Source: an optimization exercise on an open RTL-to-GDS flow (aim: small area, a short achievable clock period and few clock cycles per item). Production flows keep margins and buffers that such runs may drop.
At most, simulation tests tie the RTL to the original design; equivalence was not proved.

## 12-20
==> flow/design.v <==
package hedc_pkg;
	localparam int CFG_IDX_W = 3;
	localparam logic [CFG_IDX_W-1:0] CFG_START_BYTE   = 3'd0;
	localparam logic [CFG_IDX_W-1:0] CFG_ENV_VERSION  = 3'd1;
	localparam logic [CFG_IDX_W-1:0] CFG_FRAME_MARKER = 3'd2;
	localparam logic [CFG_IDX_W-1:0] CFG_FRAME_VER    = 3'd3;
	localparam logic [CFG_IDX_W-1:0] CFG_FRAME_KIND   = 3'd4;
	localparam logic [7:0] START_BYTE_RST   = 8'hA5;
	localparam logic [7:0] ENV_VERSION_RST  = 8'h01;
	localparam logic [7:0] FRAME_MARKER_RST = 8'hD7;
	localparam logic [7:0] FRAME_VER_RST    = 8'h02;
	localparam logic [7:0] FRAME_KIND_RST   = 8'h01;
	localparam int ENV_VER_POS  = 1;
	localparam int EMIT_FIRST   = 2;
	localparam int INNER_OFFSET = 4;
	localparam logic [15:0] CRC_INIT = 16'hFFFF;
	localparam logic [15:0] CRC_POLY = 16'h1021;
	localparam logic [15:0] CRC_MSB  = 16'h8000;
	typedef enum logic [7:0] {
		ST_IDLE    = 8'b0000_0001,
		ST_CHECK   = 8'b0000_0010,
		ST_FLUSH   = 8'b0000_0100,
		ST_DECIDE  = 8'b0000_1000,
		ST_SCAN    = 8'b0001_0000,
		ST_COPY    = 8'b0010_0000,
		ST_EMIT_RD = 8'b0100_0000,
		ST_EMIT_WR = 8'b1000_0000
	} hedc_state_t;
	typedef struct packed {
		logic       clr;
		logic       vld;
		logic [7:0] data;
		logic       env_ver;
		logic       marker;
		logic       fver;
		logic       kind;
		logic       crc_en;
		logic       got_hi;
		logic       got_lo;
	} hedc_chk_t;
	function automatic logic [15:0] crc16_byte(input logic [15:0] crc, input logic [7:0] data);
		logic [15:0] c;
		c = crc ^ {data, 8'h00};
		for (int b = 0; b < 8; b++) begin
			if ((c & CRC_MSB) != 16'h0000) begin
				c = (c << 1) ^ CRC_POLY;
			end else begin
				c = c << 1;
			end
		end
		crc16_byte = c;
	endfunction
endpackage
module hedc_ram #(
	parameter int WIDTH = 8,
	parameter int DEPTH = 40
) (
	input  logic                     clk,
	input  logic                     we,
	input  logic [$clog2(DEPTH)-1:0] waddr,
	input  logic [WIDTH-1:0]         wdata,
	input  logic                     re,
	input  logic [$clog2(DEPTH)-1:0] raddr,
	output logic [WIDTH-1:0]         rdata
);
	logic [WIDTH-1:0] mem_q [DEPTH];
	logic [WIDTH-1:0] rdata_q;
	always_ff @(posedge clk) begin
		if (we) begin
			mem_q[waddr] <= wdata;
		end
		if (re) begin
			rdata_q <= mem_q[raddr];
		end
	end
	assign rdata = rdata_q;
endmodule
module hedc_check (
	input  logic                clk,
	input  logic                arst_n,
	input  logic [7:0]          env_version,
	input  logic [7:0]          frame_marker,
	input  logic [7:0]          frame_version,
	input  logic [7:0]          frame_kind,
	input  hedc_pkg::hedc_chk_t beat,
	output logic                pass
);
	logic        ok_q;
	logic [15:0] crc_q;
	logic [15:0] got_q;
	logic        bad;
	assign bad = (beat.env_ver && (beat.data != env_version)) ||
		(beat.marker && (beat.data != frame_marker)) ||
		(beat.fver && (beat.data != frame_version)) ||
		(beat.kind && (beat.data != frame_kind));
	always_ff @(posedge clk or negedge arst_n) begin
		if (!arst_n) begin
			ok_q <= 1'b0;
		end else if (beat.clr) begin
			ok_q <= 1'b1;
		end else if (beat.vld && bad) begin
			ok_q <= 1'b0;
		end
	end
	always_ff @(posedge clk) begin
		if (beat.clr) begin
			crc_q <= hedc_pkg::CRC_INIT;
		end else if (beat.vld) begin
			if (beat.crc_en) begin
				crc_q <= hedc_pkg::crc16_byte(crc_q, beat.data);
			end
			if (beat.got_hi) begin
				got_q[15:8] <= beat.data;
			end
			if (beat.got_lo) begin
				got_q[7:0] <= beat.data;
			end
		end
	end
	assign pass = ok_q && (got_q == crc_q);
endmodule
module host_envelope_deframer_crc16_core #(
	parameter int ENVELOPE_BYTES    = 40,
	parameter int INNER_FRAME_BYTES = 36
) (
	input  logic                           clk,
	input  logic                           arst_n,
	input  logic                           cfg_we,
	input  logic [hedc_pkg::CFG_IDX_W-1:0] cfg_idx,
	input  logic [7:0]                     cfg_data,
	input  logic                           rx_valid,
	output logic                           rx_stall,
	input  logic [7:0]                     rx_byte,
	output logic                           out_valid,
	input  logic                           out_stall,
	output logic [7:0]                     out_byte,
	output logic                           out_last
);
	localparam int         NS   = 38;         
	localparam logic [5:0] DMAX = 6'(NS - 1);
	function automatic logic [5:0] dstep(input logic [5:0] d);
		dstep = (d == 6'd0) ? DMAX : d - 6'd1;
	endfunction
	logic [7:0] start_q, env_ver_q, marker_q, fver_q, kind_q;
	logic       in_v, sk_v;
	logic [7:0] in_b, sk_b;
	logic       in_st, sk_st;
	logic       stall_q;     
	logic [7:0] drum [NS];
	logic [7:0] tap;         
	logic       tap_st;      
	logic [5:0] dr, dw, df;  
	logic       dr0, dw0, df0;
	logic [5:0] nf;          
	logic       nz;          
	logic       anchored;    
	logic [5:0]  pos;
	logic        e0, g2, d38, l39;
	logic        ok;
	logic [15:0] crc;
	logic [7:0]  cmp_q;      
	logic        ff;         
	logic        fp1;        
	logic        repro;      
	logic        rphase;     
	logic        rdre;       
	logic        rdre_d;     
	logic        out_valid_q;
	logic [7:0]  out_byte_q;
	logic        out_last_q;
	logic        o1_v;
	logic [7:0]  o1_b;
	logic        o1_l;
	logic ld, rd_out, rep_end, rep_active, store_ok, consume, wr;
	logic cstm, eqv, eq_in, eq_tap, gd, in_free, incoming, cmp_rx;
	logic ev_s, ev_v, ev_v1, ev_v0, ev_m, ev_sv, ev_er, vgood, set_df0, set_dfm;
	logic [7:0]  cb;
	logic [15:0] crc_step;
	assign tap        = drum[NS-1];
	assign ld         = !out_valid_q || !out_stall;
	assign rd_out     = nz && dr0 && !o1_v;
	assign rep_end    = repro && rphase && dw0;
	assign rep_active = repro && !rep_end;
	assign store_ok   = anchored ? (dw0 && !(nz && dr0 && o1_v)) : (!nz || rd_out);
	assign consume    = in_v && !rep_active && (!g2 || store_ok);
	assign wr         = consume && g2;
	assign cb     = rdre_d ? tap : in_b;
	assign cstm   = rdre_d ? tap_st : in_st;
	assign eq_in  = (in_b == cmp_q);
	assign eq_tap = (tap == cmp_q);
	assign eqv    = rdre_d ? eq_tap : eq_in;
	assign gd     = ok && eq_in;
	assign ev_s  = e0 && consume && in_st;
	assign ev_v  = l39 && consume;
	assign ev_v1 = ev_v && !gd && (ff || in_st);
	assign ev_v0 = ev_v && !ev_v1;
	assign ev_m  = !e0 && !l39 && (rdre || consume);
	assign ev_sv = ev_s || ev_v;
	assign ev_er = ev_v && !gd && ff;
	assign vgood = ev_v && gd;
	assign set_df0 = ev_m && cstm && !ff && (rdre || wr);
	assign set_dfm = wr && fp1;
	assign crc_step = hedc_pkg::crc16_byte(crc, cb);
	assign in_free  = !in_v || consume;
	assign incoming = rx_valid && !stall_q;
	assign rx_stall = stall_q;
	assign cmp_rx   = (rx_byte == start_q);
	always_ff @(posedge clk) begin
		drum[0] <= wr ? in_b : tap;
		for (int k = 1; k < NS; k++) begin
			drum[k] <= drum[k-1];
		end
		tap_st <= (drum[NS-2] == start_q);
	end
	logic repro_n, rphase_n, dw0_n, df0_n;
	assign repro_n  = ev_er || (repro && !rep_end);
	assign rphase_n = !ev_er && (rphase || rdre);
	assign dw0_n    = wr || (dw == 6'd1);
	assign df0_n    = set_df0 || (!set_dfm && (df == 6'd1));
	always_ff @(posedge clk) begin
		if (!sk_v) begin
			sk_b  <= rx_byte;
			sk_st <= cmp_rx;
		end
		if (in_free) begin
			in_b  <= sk_v ? sk_b : rx_byte;
			in_st <= sk_v ? sk_st : cmp_rx;
		end
		if (ld) begin
			out_byte_q <= o1_v ? o1_b : tap;
			out_last_q <= o1_v ? o1_l : (nf == 6'd1);
		end
		if (!o1_v) begin
			o1_b <= tap;
			o1_l <= (nf == 6'd1);
		end
		dr     <= (rd_out || (wr && !nz)) ? 6'd0 : dstep(dr);
		dr0    <= rd_out || (wr && !nz) || (dr == 6'd1);
		dw     <= wr ? 6'd0 : dstep(dw);
		dw0    <= dw0_n;
		df     <= set_df0 ? 6'd0 : set_dfm ? DMAX : dstep(df);
		df0    <= df0_n;
		rphase <= rphase_n;
		stall_q <= !in_free && (sk_v || incoming);
		rdre_d <= repro_n && !(rphase_n && dw0_n) && (rphase_n || df0_n);
		if (ev_s || ev_v1) begin
			pos <= 6'd1;
		end else if (ev_v0) begin
			pos <= 6'd0;
		end else if (ev_m) begin
			pos <= pos + 6'd1;
		end
		if (ev_sv) begin
			d38 <= 1'b0;
		end else if (ev_m) begin
			d38 <= (pos == 6'd37);
		end
		if (ev_m) begin
			if (pos[5:2] == 4'd0) begin
				crc <= hedc_pkg::CRC_INIT;
			end else if (pos < 6'd38) begin
				crc <= crc_step;
			end
			if (pos == 6'd1) begin
				ok <= eqv;
			end else if ((pos == 6'd4) || (pos == 6'd5) || (pos == 6'd6) || d38) begin
				ok <= ok && eqv;
			end
		end
		if (ev_sv) begin
			cmp_q <= env_ver_q;
		end else if (ev_m) begin
			case (pos)
				6'd3:    cmp_q <= marker_q;
				6'd4:    cmp_q <= fver_q;
				6'd5:    cmp_q <= kind_q;
				6'd37:   cmp_q <= crc_step[15:8];
				6'd38:   cmp_q <= crc[7:0];
				default: begin
				end
			endcase
		end
		if (set_dfm) begin
			fp1 <= 1'b0;
		end
		if (ev_sv) begin
			ff  <= 1'b0;
			fp1 <= 1'b0;
		end else if (ev_m && cstm && !ff) begin
			ff <= 1'b1;
			if (!(rdre || wr)) begin
				fp1 <= 1'b1;
			end
		end
	end
	always_ff @(posedge clk or negedge arst_n) begin
		if (!arst_n) begin
			start_q     <= hedc_pkg::START_BYTE_RST;
			env_ver_q   <= hedc_pkg::ENV_VERSION_RST;
			marker_q    <= hedc_pkg::FRAME_MARKER_RST;
			fver_q      <= hedc_pkg::FRAME_VER_RST;
			kind_q      <= hedc_pkg::FRAME_KIND_RST;
			in_v        <= 1'b0;
			sk_v        <= 1'b0;
			nf          <= '0;
			nz          <= 1'b0;
			anchored    <= 1'b0;
			e0          <= 1'b1;
			g2          <= 1'b0;
			l39         <= 1'b0;
			repro       <= 1'b0;
			rdre        <= 1'b0;
			out_valid_q <= 1'b0;
			o1_v        <= 1'b0;
		end else begin
			if (cfg_we) begin
				case (cfg_idx)
					hedc_pkg::CFG_START_BYTE:   start_q   <= cfg_data;
					hedc_pkg::CFG_ENV_VERSION:  env_ver_q <= cfg_data;
					hedc_pkg::CFG_FRAME_MARKER: marker_q  <= cfg_data;
					hedc_pkg::CFG_FRAME_VER:    fver_q    <= cfg_data;
					hedc_pkg::CFG_FRAME_KIND:   kind_q    <= cfg_data;
					default: begin
					end
				endcase
			end
			if (in_free) begin
				in_v <= sk_v || incoming;
				sk_v <= 1'b0;
			end else if (incoming) begin
				sk_v <= 1'b1;
			end
			if (ld) begin
				out_valid_q <= o1_v || rd_out;
				o1_v        <= 1'b0;
			end else if (rd_out) begin
				o1_v        <= 1'b1;
			end
			if (vgood) begin
				nf <= 6'(NS);
				nz <= 1'b1;
			end else if (rd_out) begin
				nf <= nf - 6'd1;
				nz <= (nf != 6'd1);
			end
			repro <= repro_n;
			rdre  <= repro_n && !(rphase_n && dw0_n) && (rphase_n || df0_n);
			if (ev_s) begin
				e0 <= 1'b0;
			end else if (ev_v0) begin
				e0 <= 1'b1;
			end
			if (ev_v) begin
				g2  <= 1'b0;
				l39 <= 1'b0;
			end else if (ev_m) begin
				g2  <= 1'b1;
				l39 <= d38;
			end
			if (wr) begin
				anchored <= 1'b1;
			end
			if (ev_v) begin
				anchored <= ev_er;
			end
		end
	end
	assign out_valid = out_valid_q;
	assign out_byte  = out_byte_q;
	assign out_last  = out_last_q;
endmodule
Settings: LEC_CHECK=0, ABC_CLOCK_PERIOD_IN_PS=2000, CAP_MARGIN=20, CORE_MARGIN=2, CORE_UTILIZATION=40, CTS_CLUSTER_DIAMETER=80, CTS_CLUSTER_SIZE=28, PLACE_DENSITY=0.6, SETUP_SLACK_MARGIN=3.0, SLEW_MARGIN=20; clock period 5.0 ns.
run.sh (not shown) runs the stock make flow with config.mk's settings and CLKGATE_MAP_FILE= SYNTH_SCRIPT=/design/flow/synth_recipe.tcl, a recipe that flattens the netlist after the stock synthesis.
Testbench counts of 12-20, summed over its fixed seeds: cycles 19,434, beats 12,008.
> inputs changed (12-20 -> 04-01)
-- flow/design.v --
<<< 12-20, line 146
	logic [7:0] in_b, sk_b;
	logic       in_st, sk_st;
	logic       stall_q;     
	logic [7:0] drum [NS];
	logic [7:0] tap;         
>>> 04-01, line 146
	logic [7:0] in_b, sk_b;
	logic       in_st, sk_st;
	logic [7:0] drum [NS];
	logic [7:0] tap;         
<<< 12-20, line 156
	logic       anchored;    
	logic [5:0]  pos;
	logic        e0, g2, d38, l39;
	logic        ok;
	logic [15:0] crc;
>>> 04-01, line 155
	logic       anchored;    
	logic [5:0]  pos;
	logic        e0, f1, g2, lt4, en, chk, d3, d4, d5, d37, d38, l39;
	logic        ok;
	logic [15:0] crc;
<<< 12-20, line 203
	assign crc_step = hedc_pkg::crc16_byte(crc, cb);
	assign in_free  = !in_v || consume;
	assign incoming = rx_valid && !stall_q;
	assign rx_stall = stall_q;
	assign cmp_rx   = (rx_byte == start_q);
	always_ff @(posedge clk) begin
>>> 04-01, line 202
	assign crc_step = hedc_pkg::crc16_byte(crc, cb);
	assign in_free  = !in_v || consume;
	assign incoming = rx_valid && !sk_v;
	assign rx_stall = sk_v;
	assign cmp_rx   = (rx_byte == start_q);
	always_ff @(posedge clk) begin
<<< 12-20, line 242
		df0    <= df0_n;
		rphase <= rphase_n;
		stall_q <= !in_free && (sk_v || incoming);
		rdre_d <= repro_n && !(rphase_n && dw0_n) && (rphase_n || df0_n);
		if (ev_s || ev_v1) begin
>>> 04-01, line 241
		df0    <= df0_n;
		rphase <= rphase_n;
		rdre_d <= repro_n && !(rphase_n && dw0_n) && (rphase_n || df0_n);
		if (ev_s || ev_v1) begin
<<< 12-20, line 252
		end
		if (ev_sv) begin
			d38 <= 1'b0;
		end else if (ev_m) begin
			d38 <= (pos == 6'd37);
		end
		if (ev_m) begin
			if (pos[5:2] == 4'd0) begin
				crc <= hedc_pkg::CRC_INIT;
			end else if (pos < 6'd38) begin
				crc <= crc_step;
			end
			if (pos == 6'd1) begin
				ok <= eqv;
			end else if ((pos == 6'd4) || (pos == 6'd5) || (pos == 6'd6) || d38) begin
				ok <= ok && eqv;
			end
>>> 04-01, line 250
		end
		if (ev_sv) begin
			f1  <= ev_s || ev_v1;
			lt4 <= 1'b1;
			en  <= 1'b0;
			chk <= 1'b0;
			d3  <= 1'b0;
			d4  <= 1'b0;
			d5  <= 1'b0;
			d37 <= 1'b0;
			d38 <= 1'b0;
		end else if (ev_m) begin
			f1  <= 1'b0;
			lt4 <= (pos <= 6'd2);
			en  <= (pos >= 6'd3) && (pos <= 6'd36);
			chk <= (pos == 6'd3) || (pos == 6'd4) || (pos == 6'd5) || (pos == 6'd37);
			d3  <= (pos == 6'd2);
			d4  <= d3;
			d5  <= d4;
			d37 <= (pos == 6'd36);
			d38 <= d37;
		end
		if (ev_m) begin
			if (lt4) begin
				crc <= hedc_pkg::CRC_INIT;
			end else if (en) begin
				crc <= crc_step;
			end
			if (f1) begin
				ok <= eqv;
			end else if (chk) begin
				ok <= ok && eqv;
			end
<<< 12-20, line 271
			cmp_q <= env_ver_q;
		end else if (ev_m) begin
			case (pos)
				6'd3:    cmp_q <= marker_q;
				6'd4:    cmp_q <= fver_q;
				6'd5:    cmp_q <= kind_q;
				6'd37:   cmp_q <= crc_step[15:8];
				6'd38:   cmp_q <= crc[7:0];
				default: begin
				end
			endcase
		end
		if (set_dfm) begin
>>> 04-01, line 285
			cmp_q <= env_ver_q;
		end else if (ev_m) begin
			if (d3) begin
				cmp_q <= marker_q;
			end else if (d4) begin
				cmp_q <= fver_q;
			end else if (d5) begin
				cmp_q <= kind_q;
			end else if (d37) begin
				cmp_q <= crc_step[15:8];
			end else if (d38) begin
				cmp_q <= crc[7:0];
			end
		end
		if (set_dfm) begin
04-01 went all the way through synthesis, placement and routing and the layout is clean on timing, DRC and antenna. Diff 12-20 -> 04-01: global-route usage over all layers went down 0.20 points, final-layout worst hold slack fell by 9.8 ps, met3 usage in global routing saw an increase, post-synthesis to final-layout area growth lost 0.82 points. The lower proportion of layout cells with a drive suffix above 1 came out of 04-01. From 12-20 to 04-01 the numbers moved as follows: count of inverters other than clock inverters in the layout rose by 9, via density per instance fell by 2.2%, wire length on met2 fell by 1.4%, filler-free cell count of the finished design rose by 56. 04-01: final critical-path required period higher than 12-20. The final reports for 04-01 and 12-20 show final net count higher in the former.
No functional check of the RTL was part of 04-01.

## what the ideal ports hide
The flow's constraints put no driver on any port. The routed layouts listed below were extracted and timed again, unchanged, in two steps. Step 1: set_driving_cell puts a clkbuf_16 on clk and a buf_2 on each other input, an assumption about the parent block. Step 2 also shifts input and output timing later by t, the mid clock arrival at the registers, as if the neighbouring blocks saw the same clock. a / b / c = ideal ports / drivers / drivers and shift; a / b = the first two.
| run | t (ns) | setup WS [ns] | worst setup path at the end | worst slew at a driven data input, ns |
|---|---|---|---|---|
| 12-20 | 0.571 | 2.908 / 2.861 / 2.497 | input to register | 0.05 |
| 04-01 | 0.577 | 2.861 / 2.812 / 2.552 | input to register | 0.04 |
After both steps every run listed still meets setup and hold. The setup slack of 12-20, which loses most, moves by -0.047 ns with the drivers and by -0.411 ns with both steps.
